What follows belongs to an exercise in optimizing a design on an open flow for small area, a short achievable clock period and few clock cycles per item; a production flow would make more cautious choices.
Only simulation tests tie the RTL to the original design; equivalence was not proved.
Power and IR drop assume default switching activity.

<file path="constraint.sdc">
create_clock -name core_clock -period 10.0 [get_ports {clk}]
set_input_delay 2.0000 -clock core_clock [delete_from_list [all_inputs] [get_ports {clk}]]
set_output_delay 2.0000 -clock core_clock [all_outputs]
set_load 0.01 [all_outputs]
</file>
<file path="config.mk">
export PLATFORM = sky130hd
export DESIGN_NAME = firewall_rule_table
export DESIGN_NICKNAME = firewall_rule_table
export VERILOG_FILES = /design/flow/design.v
export SDC_FILE = /design/flow/constraint.sdc
export NUM_CORES = 4
export LEC_CHECK = 0
export CAP_MARGIN = 35
export CORE_MARGIN = 2
export CORE_UTILIZATION = 40
export PLACE_DENSITY = 0.6
export SLEW_MARGIN = 30
export SYNTH_MEMORY_MAX_BITS = 8192
</file>
<file path="design.v">
`timescale 1ns / 1ps
package fwrt_pkg;
  localparam int CMD_W    = 2;
  localparam int ADDR_W   = 32;
  localparam int PORT_W   = 16;
  localparam int STATUS_W = 3;
  localparam int COUNT_W  = 7;
  localparam int RULE_W   = 2*ADDR_W + 2*PORT_W;
  localparam int RINGS    = 16;
  localparam logic [CMD_W-1:0] CMD_ADD    = 2'd0;
  localparam logic [CMD_W-1:0] CMD_DELETE = 2'd1;
  localparam logic [CMD_W-1:0] CMD_CHECK  = 2'd2;
  localparam logic [STATUS_W-1:0] ST_ADDED    = 3'd0;
  localparam logic [STATUS_W-1:0] ST_FULL     = 3'd1;
  localparam logic [STATUS_W-1:0] ST_DELETED  = 3'd2;
  localparam logic [STATUS_W-1:0] ST_NOTFOUND = 3'd3;
  localparam logic [STATUS_W-1:0] ST_ACCEPTED = 3'd4;
  localparam logic [STATUS_W-1:0] ST_REJECTED = 3'd5;
  localparam logic [STATUS_W-1:0] ST_INVALID  = 3'd6;
  typedef struct packed {
    logic [ADDR_W-1:0] addr_low;
    logic [ADDR_W-1:0] addr_high;
    logic [PORT_W-1:0] port_low;
    logic [PORT_W-1:0] port_high;
  } rule_t;
  typedef struct packed {
    logic  valid;
    rule_t rule;
  } entry_t;
  typedef struct packed {
    logic hit;
    logic slot_valid;
  } match_t;
endpackage
`timescale 1ns / 1ps
import fwrt_pkg::*;
module fwrt_ram #(
  parameter int RINGS = 8,
  parameter int LEN   = 8
) (
  input  logic                              clk,
  input  logic                              rst_n,
  input  logic [RINGS-1:0]                  ins_en,
  input  logic                              ins_valid,
  input  logic [RULE_W-1:0]                 wdata,
  input  logic [RINGS*LEN-1:0]              del_en,
  output logic [RINGS*LEN-1:0]              valid,
  output logic [RINGS*LEN-1:0][RULE_W-1:0]  rules,
  output logic [RINGS-1:0]                  head_free
);
  for (genvar r = 0; r < RINGS; r++) begin : g_ring
    localparam int B = r * LEN;
    assign head_free[r] = !valid[B];
    for (genvar p = 0; p < LEN - 1; p++) begin : g_slot
      always_ff @(posedge clk) begin
        if (!rst_n) valid[B+p] <= 1'b0;
        else        valid[B+p] <= valid[B+p+1] && !del_en[B+p+1];
        rules[B+p] <= rules[B+p+1];
      end
    end
    always_ff @(posedge clk) begin
      if (!rst_n)         valid[B+LEN-1] <= 1'b0;
      else if (ins_en[r]) valid[B+LEN-1] <= ins_valid;
      else                valid[B+LEN-1] <= valid[B] && !del_en[B];
      rules[B+LEN-1] <= ins_en[r] ? wdata : rules[B];
    end
  end
endmodule
`timescale 1ns / 1ps
import fwrt_pkg::*;
module fwrt_cmp #(
  parameter int W = 32
) (
  input  logic [W-1:0] a_n,
  input  logic [W-1:0] b,
  output logic         lt,
  output logic         eq
);
  logic [2*W-2:0] l, e;
  for (genvar k = 0; k < W; k++) begin : g_leaf
    assign l[W-1+k] = a_n[k] & b[k];
    assign e[W-1+k] = a_n[k] ^ b[k];
  end
  for (genvar j = 0; j < W - 1; j++) begin : g_node
    assign l[j] = l[2*j+2] | (e[2*j+2] & l[2*j+1]);
    assign e[j] = e[2*j+2] & e[2*j+1];
  end
  assign lt = l[0];
  assign eq = e[0];
endmodule
module fwrt_match
(
  input  fwrt_pkg::rule_t item_n,
  input  fwrt_pkg::rule_t rule,
  input  logic            is_check,
  output logic            hit
);
  logic covers, exact;
  logic xa_lt, xa_eq, ya_lt, ya_eq, xp_lt, xp_eq, yp_lt, yp_eq;
  fwrt_cmp #(.W(ADDR_W)) u_xa (.a_n(item_n.addr_low),  .b(rule.addr_low),
                               .lt(xa_lt), .eq(xa_eq));
  fwrt_cmp #(.W(ADDR_W)) u_ya (.a_n(item_n.addr_high), .b(rule.addr_high),
                               .lt(ya_lt), .eq(ya_eq));
  fwrt_cmp #(.W(PORT_W)) u_xp (.a_n(item_n.port_low),  .b(rule.port_low),
                               .lt(xp_lt), .eq(xp_eq));
  fwrt_cmp #(.W(PORT_W)) u_yp (.a_n(item_n.port_high), .b(rule.port_high),
                               .lt(yp_lt), .eq(yp_eq));
  assign covers = !xa_lt && (ya_lt || ya_eq) && !xp_lt && (yp_lt || yp_eq);
  assign exact  = xa_eq && ya_eq && xp_eq && yp_eq;
  assign hit    = is_check ? covers : exact;
endmodule
`timescale 1ns / 1ps
import fwrt_pkg::*;
module firewall_rule_table
#(
  parameter int RULE_SLOTS = 64
) (
  input  logic                          clk,
  input  logic                          rst_n,
  input  logic                          in_valid,
  output logic                          in_ready,
  input  logic [fwrt_pkg::CMD_W-1:0]    in_cmd,
  input  logic [fwrt_pkg::ADDR_W-1:0]   in_addr_low,
  input  logic [fwrt_pkg::ADDR_W-1:0]   in_addr_high,
  input  logic [fwrt_pkg::PORT_W-1:0]   in_port_low,
  input  logic [fwrt_pkg::PORT_W-1:0]   in_port_high,
  output logic                          out_valid,
  input  logic                          out_ready,
  output logic [fwrt_pkg::STATUS_W-1:0] out_status,
  output logic [fwrt_pkg::COUNT_W-1:0]  out_rule_count
);
  localparam int N = RULE_SLOTS;
  localparam int M = RINGS;
  localparam int L = RULE_SLOTS / RINGS;
  localparam int RES_W = STATUS_W + COUNT_W;
  logic             s1_v_r;
  logic [CMD_W-1:0] s1_cmd_r;
  fwrt_pkg::rule_t  s1_item_n_r;
  fwrt_pkg::rule_t  s1_item;
  logic             s1_check, s1_rev;
  logic [N-1:0]     hit;
  logic             pb_hit, fwd_hit;
  logic             s2_v_r;
  logic [CMD_W-1:0] s2_cmd_r;
  fwrt_pkg::rule_t  s2_item_r;
  logic             s2_rev_r;
  logic [N-1:0]     hits_r;
  logic             pbh_r;
  logic             pb_v_r;
  fwrt_pkg::rule_t  pb_rule_r;
  logic [COUNT_W-1:0] total_r, total_nxt;
  logic                out_v_r;
  logic [RES_W-1:0]    out_r;
  logic [1:0]          qn_r;
  logic [RES_W-1:0]    q_r [3];
  logic [RES_W-1:0]    res;
  logic                take;
  logic [N-1:0]             valid;
  logic [N-1:0][RULE_W-1:0] rules;
  logic [M-1:0]             head_free, ins_first, ins_en;
  logic [N-1:0]             hitv, del_first, del_en;
  logic                     pb_hitv;
  logic ins_any, ins_item, ins_valid, to_pb;
  fwrt_pkg::rule_t wdata;
  logic commit, stall, adv, drain, hit_any, full;
  logic do_add, do_del, del_pb;
  logic [STATUS_W-1:0] res_status;
  logic in_fire, is_check;
  logic [2:0] busy_nxt;
  logic       in_ready_r, s1_v_nxt, s2_v_nxt, out_v_nxt, pb_v_fc, stall_fc;
  logic [1:0] qn_nxt;
  logic [CMD_W-1:0] s2_cmd_nxt;
  logic [M-1:0] head_free_fc;
  fwrt_ram #(.RINGS(M), .LEN(L)) u_ram (
    .clk      (clk),
    .rst_n    (rst_n),
    .ins_en   (ins_en),
    .ins_valid(ins_valid),
    .wdata    (wdata),
    .del_en   (del_en),
    .valid    (valid),
    .rules    (rules),
    .head_free(head_free)
  );
  assign s1_item  = ~s1_item_n_r;
  assign s1_check = (s1_cmd_r == CMD_CHECK);
  assign s1_rev   = (s1_item.addr_low > s1_item.addr_high) ||
                    (s1_item.port_low > s1_item.port_high);
  for (genvar i = 0; i < N; i++) begin : g_cmp
    fwrt_match u_match (
      .item_n  (s1_item_n_r),
      .rule    (rules[i]),
      .is_check(s1_check),
      .hit     (hit[i])
    );
  end
  fwrt_match u_match_pb (
    .item_n  (s1_item_n_r),
    .rule    (pb_rule_r),
    .is_check(s1_check),
    .hit     (pb_hit)
  );
  fwrt_match u_match_fwd (
    .item_n  (s1_item_n_r),
    .rule    (s2_item_r),
    .is_check(s1_check),
    .hit     (fwd_hit)
  );
  function automatic logic [N-1:0] first_one(input logic [N-1:0] v);
    logic [N-1:0] seen;
    seen = v;
    for (int s = 1; s < N; s = s * 2) begin
      seen = seen | (seen << s);
    end
    first_one = v & ~(seen << 1);
  endfunction
  function automatic logic [M-1:0] first_one_m(input logic [M-1:0] v);
    logic [M-1:0] seen;
    seen = v;
    for (int s = 1; s < M; s = s * 2) begin
      seen = seen | (seen << s);
    end
    first_one_m = v & ~(seen << 1);
  endfunction
  assign hitv      = hits_r & valid;
  assign pb_hitv   = pbh_r && pb_v_r;
  assign hit_any   = (|hitv) || pb_hitv;
  assign del_first = first_one(hitv);
  assign full      = total_r[COUNT_W-1];
  assign ins_first = first_one_m(head_free);
  assign ins_any   = |head_free;
  assign ins_item  = commit && (s2_cmd_r == CMD_ADD) && !pb_v_r;
  assign ins_en    = (pb_v_r || ins_item) ? ins_first : '0;
  assign ins_valid = pb_v_r ? !del_pb : do_add;
  assign wdata     = pb_v_r ? pb_rule_r : s2_item_r;
  assign drain     = pb_v_r && ins_any;
  assign to_pb     = do_add && (pb_v_r || !ins_any);
  assign stall  = (s2_cmd_r == CMD_ADD) && pb_v_r && !ins_any;
  assign commit = s2_v_r && !stall;
  assign adv    = s1_v_r && (!s2_v_r || commit);
  assign do_add = commit && (s2_cmd_r == CMD_ADD) && !s2_rev_r && !full;
  assign do_del = commit && (s2_cmd_r == CMD_DELETE) && !s2_rev_r && hit_any;
  assign del_pb = do_del && pb_hitv;
  assign del_en = (do_del && !pb_hitv) ? del_first : '0;
  always_comb begin
    total_nxt = total_r;
    case (s2_cmd_r)
      CMD_ADD: begin
        if (s2_rev_r)  res_status = ST_INVALID;
        else if (full) res_status = ST_FULL;
        else begin
          res_status = ST_ADDED;
          total_nxt  = total_r + 1'b1;
        end
      end
      CMD_DELETE: begin
        if (s2_rev_r) res_status = ST_INVALID;
        else if (hit_any) begin
          res_status = ST_DELETED;
          total_nxt  = total_r - 1'b1;
        end else res_status = ST_NOTFOUND;
      end
      CMD_CHECK: res_status = hit_any ? ST_ACCEPTED : ST_REJECTED;
      default:   res_status = ST_INVALID;
    endcase
  end
  assign res = {res_status, total_nxt};
  assign in_ready = in_ready_r;
  assign in_fire  = in_valid && in_ready;
  assign is_check = (in_cmd == CMD_CHECK);
  assign take     = !out_v_r || out_ready;
  assign out_valid      = out_v_r;
  assign out_status     = out_r[RES_W-1:COUNT_W];
  assign out_rule_count = out_r[COUNT_W-1:0];
  always_ff @(posedge clk) begin
    if (in_ready) begin
      s1_cmd_r              <= in_cmd;
      s1_item_n_r.addr_low  <= ~in_addr_low;
      s1_item_n_r.addr_high <= ~(is_check ? in_addr_low : in_addr_high);
      s1_item_n_r.port_low  <= ~in_port_low;
      s1_item_n_r.port_high <= ~(is_check ? in_port_low : in_port_high);
    end
    if (adv) begin
      s2_cmd_r  <= s1_cmd_r;
      s2_item_r <= s1_item;
      s2_rev_r  <= s1_rev;
      for (int r = 0; r < M; r++) begin
        for (int p = 0; p < L - 1; p++) begin
          hits_r[r*L+p] <= hit[r*L+p+1];
        end
        hits_r[r*L+L-1] <= ins_en[r] ? (pb_v_r ? pb_hit : fwd_hit) : hit[r*L];
      end
      pbh_r <= to_pb ? fwd_hit : pb_hit;
    end
    if (to_pb) begin
      pb_rule_r <= s2_item_r;
    end
  end
  assign s1_v_nxt   = in_fire || (s1_v_r && !adv);
  assign s2_v_nxt   = adv || (s2_v_r && !commit);
  assign s2_cmd_nxt = adv ? s1_cmd_r : s2_cmd_r;
  assign out_v_nxt  = take ? ((qn_r != 2'd0) || commit) : out_v_r;
  assign qn_nxt     = take ? (qn_r - 2'((qn_r != 2'd0) && !commit)) : (qn_r + 2'(commit));
  assign busy_nxt   = 3'(out_v_nxt) + 3'(qn_nxt) + 3'(s1_v_nxt) + 3'(s2_v_nxt);
  for (genvar r = 0; r < M; r++) begin : g_fc
    assign head_free_fc[r] = !valid[r*L+1];
  end
  assign pb_v_fc  = to_pb || (pb_v_r && !drain);
  assign stall_fc = (s2_cmd_nxt == CMD_ADD) && pb_v_fc && !(|head_free_fc);
  always_ff @(posedge clk) begin
    if (!rst_n) begin
      in_ready_r <= 1'b0;
      s1_v_r  <= 1'b0;
      s2_v_r  <= 1'b0;
      pb_v_r  <= 1'b0;
      total_r <= '0;
      out_v_r <= 1'b0;
      qn_r    <= '0;
    end else begin
      in_ready_r <= (!s1_v_nxt || !s2_v_nxt || !stall_fc) && (busy_nxt != 3'd4);
      s1_v_r <= s1_v_nxt;
      s2_v_r <= s2_v_nxt;
      pb_v_r <= to_pb || (pb_v_r && !drain && !del_pb);
      if (commit) total_r <= total_nxt;
      out_v_r <= out_v_nxt;
      qn_r    <= qn_nxt;
    end
  end
  always_ff @(posedge clk) begin
    if (take) begin
      out_r  <= (qn_r != 2'd0) ? q_r[0] : res;
      q_r[0] <= (qn_r == 2'd1) ? res : q_r[1];
      q_r[1] <= (qn_r == 2'd2) ? res : q_r[2];
      q_r[2] <= res;
    end else if (commit) begin
      if (qn_r == 2'd0) q_r[0] <= res;
      if (qn_r == 2'd1) q_r[1] <= res;
      if (qn_r == 2'd2) q_r[2] <= res;
    end
  end
endmodule
</file>
<file path="flow/run.sh">
#!/bin/bash
set -euo pipefail
bash standard.sh SETUP_SLACK_MARGIN=6.0 finish > run_standard.log 2>&1
</file>
<file path="standard.sh">
#!/bin/bash
# synth_recipe.tcl (not shown) runs the flow's synth.tcl, then flattens the netlist and writes it again
# the make line also repeats each setting of config.mk as NAME=value (left out here)
make -C /OpenROAD-flow-scripts/flow DESIGN_CONFIG=/design/flow/config.mk WORK_HOME=/design/flow/orfs CLKGATE_MAP_FILE= SYNTH_SCRIPT=/design/flow/synth_recipe.tcl "${@:-finish}"
</file>
==> impl_metrics.json, run 1 <==
{
  "final.setup.tns_ps": 0,
  "crit_top_cell": "nand4_1",
  "initial_utilization_pct": 40.1,
  "seq_power_share_pct": 43.0,
  "power.internal_mw": 45.7,
  "finalSetupViolCount": 0,
  "pin_count": 114,
  "die_area_sq_um": 739000,
  "vias_per_cell": 5.82,
  "dr.pass1.iters": 6,
  "yosysWarnings": 3,
  "crit_type": "reg -> reg",
  "p_leak_nw": 155,
  "combPwrFrac_pct": 15.2,
  "hp-class": "reg -> reg",
  "top_layer_used": "met5",
  "cts_buffers": 685,
  "switchingPower_mw": 18.8,
  "path_max_fanout": 5,
  "status": "complete, no violations",
  "reg2reg_depth": 12,
  "cpPeakStageDelay_ps": 670,
  "cts_root_buf": "clkbuf_16",
  "die_x_microns": 860,
  "drive_above_1_share_pct": 7.44,
  "ys_types": 92,
  "syn_area_sq_um": 293000,
  "start_kind": "flip-flop",
  "r2r_end": "in_ready_r",
  "ys_ff_latch": 6620,
  "fp.dieH_microns": 860,
  "syn_to_final_growth_pct": 15.3,
  "cts.sinks": 6620,
  "gp_congestion": 0.992,
  "met2WireLength_microns": 477000,
  "min_period_ps": 4490,
  "antenna_violating_nets_post_route": 0,
  "holdPathEnd": "u_ram.rules[972]",
  "p_sw_share_pct": 29.1,
  "hold_depth": 0,
  "clkPwrFrac_pct": 41.8,
  "ys.flop_type": "dfxtp_1",
  "synth-seq-area-share_pct": 46.6,
  "vias": 224000,
  "routed_wl_microns": 1100000,
  "synth_edf_count": 396,
  "grt_first_pass_wirelength_microns": 1550000,
  "grt_pass1_vias": 224000,
  "first_iter_violations": 21800,
  "final-max-slew-violation-count": 0,
  "clockBufferDepth": 4,
  "syn_nets": 33800,
  "hp-start": "u_ram.rules[1068]",
  "clk_pin_slew_ps": 70,
  "layout_common_cells": "ha_1 (6,383), dfxtp_1 (6,216), a21oi_1 (2,543)",
  "synth-async-reset-ratio_pct": 0,
  "hold_viol_final": 0,
  "reg2reg_slack_ps": 5510,
  "syn_avg_cell_area_sq_um": 10.7,
  "critPathRequiredTime_ps": 11060,
  "power_density_nw_per_um2": 191,
  "portBuffers": 113,
  "rr_startpoint": "u_ram.valid[8]",
  "critPathCaptureType": "flip-flop",
  "track_usage_pct": 28.5,
  "worstMarginPinSlew_ps": 1100,
  "insertion_delay_ps": 1190,
  "hold_buffers": 0,
  "dr_wl_met3_microns": 80400,
  "drv_cap": 0,
  "crit_arrival_ps": 5550,
  "ir_worst_vdd_v": 0.000179,
  "max_freq_ghz": 0.223,
  "rows": 314,
  "wl_per_cell_microns": 28.5,
  "cts_tree": "done",
  "path_cells": "nand4_1 > nor2_4 > buf_12 > nand3_4 > nor2_1 > a22o_1 > ha_2 > nand4_1 > nor4_2 > buf_4 > buf_6 > a31oi_1",
  "crit_buf_inv": 3,
  "grt_antenna_before_repair": 137,
  "met1_length_microns": 439000,
  "cp_slowest_cell": "nand4_1",
  "layout_worst_path_cycle_share_pct": 44.9,
  "core_area_sq_um": 730000,
  "final_common_cell": "ha_1",
  "place_hpwl_microns": 814000,
  "fin_skew_ps": 85.7,
  "cp_top_family": "simple AND/OR/NAND/NOR gates",
  "slew-limit-headroom_pct": 26.1,
  "grt_start_max_net_pins": 196,
  "htreeDepth": 6,
  "route.detailed.drc": 0,
  "final_core_util_pct": 46.2,
  "syn_inst": 27300,
  "rsz0062_at_grt": "true",
  "num-nets-final": 34700,
  "grt-ovfl-total": 0
}
## synth_stat cells, types with 13 or more instances
library cell | instances | share of area, %
a2111oi_0 | 118 | 0.35
a211o_1 | 32 | 0.096
a211oi_1 | 265 | 0.68
a21boi_0 | 15 | 0.038
a21o_1 | 1032 | 2.6
a21oi_1 | 2556 | 4.4
a221o_1 | 20 | 0.068
a221oi_1 | 61 | 0.18
a22oi_1 | 23 | 0.059
a31oi_1 | 63 | 0.13
and2_1 | 22 | 0.047
and3_1 | 89 | 0.19
and4_1 | 63 | 0.19
buf_1 | 50 | 0.064
buf_2 | 39 | 0.067
clkbuf_1 | 420 | 0.54
dfxtp_1 | 6224 | 43
edfxtp_1 | 396 | 4.1
ha_1 | 6389 | 27
inv_1 | 241 | 0.31
mux2i_1 | 105 | 0.36
nand2_1 | 1597 | 2.0
nand2b_1 | 89 | 0.19
nand3_1 | 538 | 0.92
nand4_1 | 1223 | 2.6
nor2_1 | 1802 | 2.3
nor2b_1 | 381 | 0.81
nor3_1 | 439 | 0.75
nor4_1 | 197 | 0.42
o2111ai_1 | 74 | 0.22
o211a_1 | 13 | 0.044
o211ai_1 | 164 | 0.42
o21a_1 | 103 | 0.26
o21ai_0 | 1878 | 3.2
o21ai_1 | 72 | 0.12
o21bai_1 | 65 | 0.17
o221ai_1 | 28 | 0.084
o22ai_1 | 78 | 0.17
o311ai_0 | 15 | 0.045
o31ai_1 | 31 | 0.079
or2_2 | 14 | 0.030
or3_1 | 82 | 0.18
or4_1 | 35 | 0.090
## final cells by class
class                      count  area, sq um
antenna                       63          158
clock buffer                 997        20200
clock inverter               265         3490
fill                       66700       393000
inverter                     242          941
multi-input combinational  20000       157000
sequential                  6620       137000
tap                         9638        12100
timing repair buffer         731         7700
## layer usage
| metal | up-vias | GRT usage, % |
|---|---|---|
| met4 | 12 | 21.5 |
| li1 | 105000 | - |
| met1 | 109000 | 35.4 |
| met5 | - | 0 |
| met3 | 2381 | 4.27 |
| met2 | 8699 | 44.9 |
## how the worst max path moves through the flow
stage	from	endpoint	slack (ps)	depth (start not counted)
after floorplan	out_ready	in_ready_r	5660	15
after global placement	u_ram.valid[8]	in_ready_r	2350	9
after detailed placement	u_ram.valid[8]	in_ready_r	4220	11
after CTS	u_ram.valid[24]	in_ready_r	5450	16
after global routing	u_ram.valid[8]	in_ready_r	5690	17
final	u_ram.valid[8]	in_ready_r	5510	12
## power groups by stage
| stage | registers (mW) | logic, mW | clock network, mW |
|---|---|---|---|
| after detailed placement | 28.3 | 9.25 | 0 |
| after CTS | 27.7 | 9.51 | 27.1 |
| after global placement | 28.3 | 8.97 | 0 |
| after floorplan | 29.0 | 4.19 | 0 |
| after global routing | 27.8 | 10.6 | 28.2 |
| final | 27.7 | 9.83 | 27.0 |
## sequential cells by signal, summed over array words and instances (netlist names), 2 cells and up
register,cells
u_ram.valid,64
s2_item_r,96
hits_r,64
out_r,10
pb_rule_r,96
q_r,30
s1_item_n_r,96
s1_cmd_r,2
u_ram.rules,6144
s2_cmd_r,2
total_r,7
qn_r,2
## repair_timing
action / in CTS / in global routing
buffers inserted: 47 / 26
setup endpoints to repair: 1358 / 521
cloned: 6 / 8
pin swaps: 27 / 24
resized for setup: 252 / 149
## kinds of logic (layout without fill, tap and decap cells)
group | count (synthesis) | after routing | synth area share [%]
AOI/OAI and AO/OA | 6828 | 6828 | 13.8
xor gates and xnor gates | 9 | 9 | 0.0295
adders and majority gates | 6391 | 6391 | 27.3
buffers and inverters | 751 | 2235 | 0.979
DFF | 6620 | 6620 | 46.6
muxes | 107 | 107 | 0.366
other | 0 | 63 | 0
and+or+nand+nor | 6609 | 6616 | 10.9
## through the flow
step	power [mW]	std cells	hold WS (ps)	area (sq um)	worst slack (ps)
finish	64.5	38500	299	338000	5510
global route	66.6	38500	310	338000	5690
CTS	64.4	38400	298	337000	5450
detailed placement	37.6	37100	340	311000	4220
global placement	37.3	37000	336	310000	2350
floorplan	33.2	27300	334	293000	5660
Testbench counts, summed over its fixed seeds: cycles 10,100, items 9,832.
==> inputs of run 2 (changes only) <==
--- a/config.mk
+++ b/config.mk
@@ -7,7 +7,7 @@
 export LEC_CHECK = 0
 export CAP_MARGIN = 35
 export CORE_MARGIN = 2
-export CORE_UTILIZATION = 40
-export PLACE_DENSITY = 0.6
+export CORE_UTILIZATION = 45
+export PLACE_DENSITY = 0.62
 export SLEW_MARGIN = 30
 export SYNTH_MEMORY_MAX_BITS = 8192
==> impl_metrics.json, run 2 <==
{
  "ys_types": 92,
  "clockBufferDepth": 4,
  "clkPwrFrac_pct": 41.9,
  "finalInstanceArea_sq_um": 337000,
  "fin_ws_ps": 5700,
  "synth.most_common_cell": "ha_1",
  "netlist.area_leader.share_pct": 42.5,
  "drive_above_1_share_pct": 7.36,
  "final-max-slew-violation-count": 0,
  "finalSetupViolCount": 0,
  "seq_area_sq_um": 137000,
  "yosysWarnings": 3,
  "largest_register": "u_ram.rules",
  "clk_pin_slew_ps": 60,
  "dp_slack_ps": 4560,
  "power.internal_mw": 46.0,
  "cts_tree": "done",
  "worstMarginPinSlew_ps": 1210,
  "synth_area_leaders": "dfxtp_1 (43%), ha_1 (27%), a21oi_1 (4.4%)",
  "path_cells": "buf_12 > ha_4 > nand4_1 > nor3_4 > nand4_1 > or4_4 > buf_6 > nor3_4 > nor3_1 > nand2_2 > o22a_1",
  "p_leak_nw": 155,
  "syn_avg_cell_area_sq_um": 10.7,
  "reg2reg_depth": 11,
  "n_fill_cell": 56800,
  "holdPathEnd": "u_ram.rules[181]",
  "syn_nets": 33800,
  "synth-async-reset-ratio_pct": 0,
  "drv_cap": 0,
  "synth-seq-area-share_pct": 46.6,
  "final_cells": 37500,
  "min_period_ps": 4300,
  "seq_power_share_pct": 42.8,
  "die_x_microns": 811,
  "grt_first_pass_wirelength_microns": 1550000,
  "start_kind": "flip-flop",
  "met1_usage_pct": 39.6,
  "num-nets-final": 34700,
  "first_iter_violations": 21100,
  "route.detailed.drc": 0,
  "wl_per_cell_microns": 29.3,
  "placed_cell_area_sq_um": 310000,
  "dp_cells": 36100,
  "fp.dieH_microns": 811,
  "reg2reg_slack_ps": 5700,
  "final_common_cell": "ha_1",
  "yosys-top-cells-count": "ha_1 (6,389), dfxtp_1 (6,224), a21oi_1 (2,556)",
  "final.setup.tns_ps": 0,
  "gr-usage-met2_pct": 50.6,
  "r2r_end": "hits_r[49]",
  "combPwrFrac_pct": 15.3,
  "grt_start_max_net_pins": 196,
  "grtUsageMet3_pct": 4.76,
  "layout_worst_path_cycle_share_pct": 43.0,
  "synth_edf_count": 396,
  "layout_common_cells": "ha_1 (6,374), dfxtp_1 (6,217), a21oi_1 (2,554)",
  "largest_reg_flops": 6144,
  "hold_viol_final": 0,
  "path_max_fanout": 68,
  "ir_worst_vdd_v": 0.000191,
  "dr.pass1.iters": 9,
  "status": "complete, no violations",
  "syn_inst": 27300,
  "p_total_mw": 64.8,
  "grt-busiest-layer": "met2",
  "rsz0062_at_grt": "true",
  "vias": 225000,
  "grt_pass1_vias": 224000,
  "cts.sinks": 6620,
  "synth.largest_area_cell": "dfxtp_1",
  "insertion_delay_ps": 1180,
  "cts_buffers": 688,
  "switchingPower_mw": 18.8,
  "p_sw_share_pct": 29.0,
  "ys_ff_latch": 6620,
  "ys.flop_type": "dfxtp_1",
  "crit_arrival_ps": 5320,
  "place_hpwl_microns": 810000,
  "critPathCaptureType": "flip-flop",
  "die_area_sq_um": 658000,
  "power_density_nw_per_um2": 193,
  "cp_slowest_cell": "or4_4",
  "grt-ovfl-total": 0,
  "vias_per_cell": 5.99,
  "portBuffers": 113,
  "fin_skew_ps": 67.2,
  "htreeDepth": 6,
  "multi_input_area_sq_um": 157000,
  "slew-limit-headroom_pct": 18.8,
  "core_area_sq_um": 649000,
  "antenna_violating_nets_post_route": 0,
  "routed_wl_microns": 1100000,
  "initial_utilization_pct": 45.1,
  "syn_to_final_growth_pct": 14.9,
  "rows": 296,
  "syn_area_sq_um": 293000,
  "gp_congestion": 0.991,
  "track_usage_pct": 32.2,
  "crit_type": "reg -> reg",
  "grt_antenna_before_repair": 123,
  "rr_startpoint": "s1_item_n_r[63]",
  "hold_depth": 0,
  "max_freq_ghz": 0.233,
  "hp-class": "reg -> reg",
  "hold_buffers": 0,
  "hp-start": "u_ram.rules[277]",
  "cts_root_buf": "clkbuf_16",
  "critPathRequiredTime_ps": 11020,
  "cpPeakStageDelay_ps": 710,
  "pin_count": 114
}
## run 2: layout make-up
cell class	count	area share, %
Sequential cell	6620	40.6
Clock inverter	293	1.08
Clock buffer	975	6.00
Tap cell	8642	3.21
Antenna cell	86	0.0639
Inverter	242	0.271
Multi-Input combinational cell	19900	46.5
Timing Repair Buffer	708	2.29
## run 2: worst max-delay path by stage
stage | start | end | slack [ps] | cells past startpoint
3_3_place_gp | s1_item_n_r[23] | hits_r[37] | 4030 | 10
3_5_place_dp | out_ready | in_ready_r | 4560 | 14
2_1_floorplan | out_ready | in_ready_r | 5660 | 15
4_1_cts | s1_item_n_r[33] | hits_r[23] | 5920 | 13
5_1_grt | u_ram.valid[8] | pb_v_r | 5890 | 10
6_report | s1_item_n_r[63] | hits_r[49] | 5700 | 11
## run 2: power groups by stage
| stage | sequential (mW) | combinational [mW] | clock, mW |
|---|---|---|---|
| global placement | 28.4 | 8.90 | 0 |
| CTS | 27.8 | 9.53 | 27.2 |
| global route | 27.8 | 10.6 | 28.3 |
| finish | 27.8 | 9.92 | 27.1 |
| floorplan | 29.0 | 4.19 | 0 |
| detailed placement | 28.4 | 9.18 | 0 |
## run 2: cell families after synthesis
group / count (synthesis) / share of synthesized area [%]
AOI/OAI and AO/OA: 6828 / 13.8
DFF: 6620 / 46.6
and+or+nand+nor: 6609 / 10.9
adders and majority gates: 6391 / 27.3
buffers and inverters: 751 / 0.979
muxes: 107 / 0.366
xor gates and xnor gates: 9 / 0.0295
## run 2: per-layer routing
metal,up-vias,share of wire (%)
met2,8982,43
li1,105000,-
met1,109000,39
met5,-,0.14
met3,2535,7.6
met4,24,9.5
## run 2: stage by stage
step	hold WS (ps)	util, %
after floorplan	334	-
after global placement	335	47.6
after detailed placement	340	47.7
after CTS	323	51.6
after global routing	326	51.8
final	325	51.8
## run 2: timing repair
item / in CTS / in global routing
setup buffers: 51 / 16
pin swaps: 24 / 27
gates resized for setup: 253 / 118
cloned: 11 / 9
endpoints found under the setup margin: 727 / 310
## run 2: critical path, delay by kind of cell, from the launching register on
family | cells | cell delay [ps]
compound gates | 1 | 200
buf+inv | 2 | 390
fa+ha+maj | 1 | 550
simple gates | 7 | 2230
flops | 1 | 420

[port drivers added, routing unchanged]
How much do the figures lean on ideal ports? The routed layouts below were timed once more, with nothing changed but the port constraints. Step 1 sets driving cells, clkbuf_16 on the clock port and buf_2 on the other inputs (assumed; they add their load-dependent delay and slew). Step 2 adds t to the input delays and takes it off the output delays; t is the mean of the earliest and latest rising clock arrival at the registers after step 1. Input paths then give back, and output paths get back, about the clock's delay inside the block. a / b / c = no drivers / after step 1 / after step 2; a / b = the first two.
| run | shift t [ns] | slack for setup (ns) | worst register clock-pin slew, ns |
|---|---|---|---|
| run 1 | 1.298 | 5.507 / 5.507 / 4.778 | 0.07 / 0.07 |
| run 2 | 1.277 | 5.703 / 5.703 / 4.921 | 0.07 / 0.07 |
After both steps setup and hold are still met in every run listed. The setup slack of run 2, which loses most, moves by 0.000 ns with the drivers and by -0.782 ns with both steps.
